This design comes from an exercise in tuning for small area on the open sky130 flow, not from production work.
The RTL was checked by simulation tests, not by an equivalence proof against the original design.
No activity file was given, so power comes from the tool's default toggle rates.

Design des_core, start of the top module:
module des_core (
  input  logic            clk,
  input  logic            rst,
  input  logic            start,
  input  logic            decrypt,
  input  des_pkg::block_t block_in,
  input  des_pkg::block_t key_in,
  output logic            busy,
  output logic            done,
  output des_pkg::block_t block_out
);
export LEC_CHECK = 0
export ABC_AREA = 1
export CAP_MARGIN = 20
export CORE_MARGIN = 2
export CORE_UTILIZATION = 55
export GPL_TIMING_DRIVEN = 0
export SLEW_MARGIN = 20
create_clock -name core_clock -period 5.5 [get_ports {clk}]
standard.sh (not shown) runs the stock make flow with config.mk's settings and CLKGATE_MAP_FILE= SYNTH_SCRIPT=/design/flow/synth_recipe.tcl, a recipe that flattens the netlist after the stock synthesis.
==> flow/flow/run.sh <==
#!/bin/bash
# Layout flow: the standard synthesis (standard.sh synth), then the
# logic between the flip-flops re-mapped by ABC for area (the flip-flops
# are kept as they are), then the rest of the standard ORFS flow, with
# port buffers of the smallest buffer cell.  Each tool logs to its own file.
set -euo pipefail
F=$PWD
R=$F/orfs/results/$FLOW_PLATFORM/des_core/base
LIB=$FLOW_HOME/platforms/$FLOW_PLATFORM/lib/sky130_fd_sc_hd__tt_025C_1v80.lib
DONTUSE=""
for c in $(sed -n '/^export DONT_USE_CELLS/,/^$/p' $FLOW_HOME/platforms/$FLOW_PLATFORM/config.mk | tr -d '\\' | grep -o 'sky130_fd_sc_hd__[A-Za-z0-9_]*'); do
  DONTUSE="$DONTUSE -dont_use $c"
done
bash standard.sh synth > std_synth.log 2>&1
cp $R/1_2_yosys.v std_netlist.v
python3 flow/mkcomb.py $LIB > comb_cells.v 2> mkcomb.log
# three ABC runs with different random seeds, in parallel; keep the smallest
for s in 1 2 3; do
  mkdir -p rs$s
  sed -e "s#&deepsyn -T 90#\&deepsyn -T 90 -S $s#" flow/area.abc > rs$s/area.abc
  sed -e "s#@LIB@#$LIB#g" -e "s#@TOP@#$FLOW_TOP#g" -e "s#@ABCSCRIPT@#$F/rs$s/area.abc#g" \
      -e "s#@DONTUSE@#$DONTUSE#g" -e "s#std_netlist.v#$F/std_netlist.v#" -e "s#comb_cells.v#$F/comb_cells.v#" \
      -e "s#new_netlist.v#$F/rs$s/new_netlist.v#" flow/resynth.ys.in > rs$s/resynth.ys
  (cd rs$s && yosys -s resynth.ys > resynth.log 2>&1) &
done
wait
best=$(for s in 1 2 3; do a=$(grep 'Chip area' rs$s/resynth.log | awk '{print $NF}' || true); [ -n "$a" ] && [ -s rs$s/new_netlist.v ] && echo "$a $s"; done | sort -g | head -n 1 | awk '{print $2}')
echo "smallest: run $best" > pick.log
cp rs$best/new_netlist.v new_netlist.v
python3 flow/checkregs.py std_netlist.v new_netlist.v > checkregs.log 2>&1
cp new_netlist.v $R/1_2_yosys.v
rm -f $R/1_synth.odb $R/1_synth.sdc
bash standard.sh "BUFFER_PORTS_ARGS=-buffer_cell sky130_fd_sc_hd__buf_1" \
  "CTS_ARGS=-sink_clustering_enable -repair_clock_nets -dont_use_dummy_load -buf_list sky130_fd_sc_hd__clkbuf_8 -root_buf sky130_fd_sc_hd__clkbuf_8 -sink_clustering_size 20" \
  finish > std_finish.log 2>&1
Other scripts of this flow, unchanged in this note and not shown: flow/flow/area.abc, flow/flow/checkregs.py, flow/flow/mkcomb.py, flow/flow/resynth.ys.in
Next try:
==> flow/flow/run.sh (replaced) <==
#!/bin/bash
# Layout flow: the standard synthesis (standard.sh synth), then the
# logic between the flip-flops re-mapped by ABC for area (the flip-flops
# are kept as they are), then the rest of the standard ORFS flow, with
# port buffers of the smallest buffer cell.  Each tool logs to its own file.
set -euo pipefail
F=$PWD
R=$F/orfs/results/$FLOW_PLATFORM/des_core/base
LIB=$FLOW_HOME/platforms/$FLOW_PLATFORM/lib/sky130_fd_sc_hd__tt_025C_1v80.lib
DONTUSE=""
for c in $(sed -n '/^export DONT_USE_CELLS/,/^$/p' $FLOW_HOME/platforms/$FLOW_PLATFORM/config.mk | tr -d '\\' | grep -o 'sky130_fd_sc_hd__[A-Za-z0-9_]*'); do
  DONTUSE="$DONTUSE -dont_use $c"
done
bash standard.sh synth > std_synth.log 2>&1
cp $R/1_2_yosys.v std_netlist.v
python3 flow/mkcomb.py $LIB > comb_cells.v 2> mkcomb.log
sed -e "s#@LIB@#$LIB#g" -e "s#@TOP@#$FLOW_TOP#g" -e "s#@ABCSCRIPT@#$F/flow/area.abc#g" \
    -e "s#@DONTUSE@#$DONTUSE#g" flow/resynth.ys.in > resynth.ys
yosys -s resynth.ys > resynth.log 2>&1
python3 flow/checkregs.py std_netlist.v new_netlist.v > checkregs.log 2>&1
cp new_netlist.v $R/1_2_yosys.v
rm -f $R/1_synth.odb $R/1_synth.sdc
bash standard.sh "BUFFER_PORTS_ARGS=-buffer_cell sky130_fd_sc_hd__buf_1" \
  "CTS_ARGS=-sink_clustering_enable -repair_clock_nets -dont_use_dummy_load -buf_list sky130_fd_sc_hd__clkbuf_8 -root_buf sky130_fd_sc_hd__clkbuf_8" \
  finish > std_finish.log 2>&1
CORE_UTILIZATION = 45   (was 55)
Power drops slightly.
Die area increases by about a fifth.
Cell area is about the same.

-- afterwards: timing with drivers on the ports --
No port has a modelled driver above. Below, the same layouts with a new extraction and two added sets of constraints. Step 1 (the two cells are an assumption about what drives the block):
set clk [get_ports {clk}]
set_driving_cell -lib_cell sky130_fd_sc_hd__clkbuf_16 $clk
set_driving_cell -lib_cell sky130_fd_sc_hd__buf_2 [delete_from_list [all_inputs] $clk]
Step 2 moves the port delays by t, midway between the first and last clock arrival at a register: inputs arrive t later, outputs are due t later. That takes back most of the time a late clock gives input paths. Three values: ideal, step 1, step 2; two values: the first two.
| run | t, ns | setup slack, ns | latest minus earliest clock arrival (ns) | cell pins on the clock port's net |
|---|---|---|---|---|
| the first run | 0.473 | 0.790 / 0.790 / 0.790 | 0.031 / 0.032 | 1 |
| the second run | 0.486 | 0.897 / 0.897 / 0.897 | 0.036 / 0.037 | 1 |
After both steps every run listed still meets setup and hold.
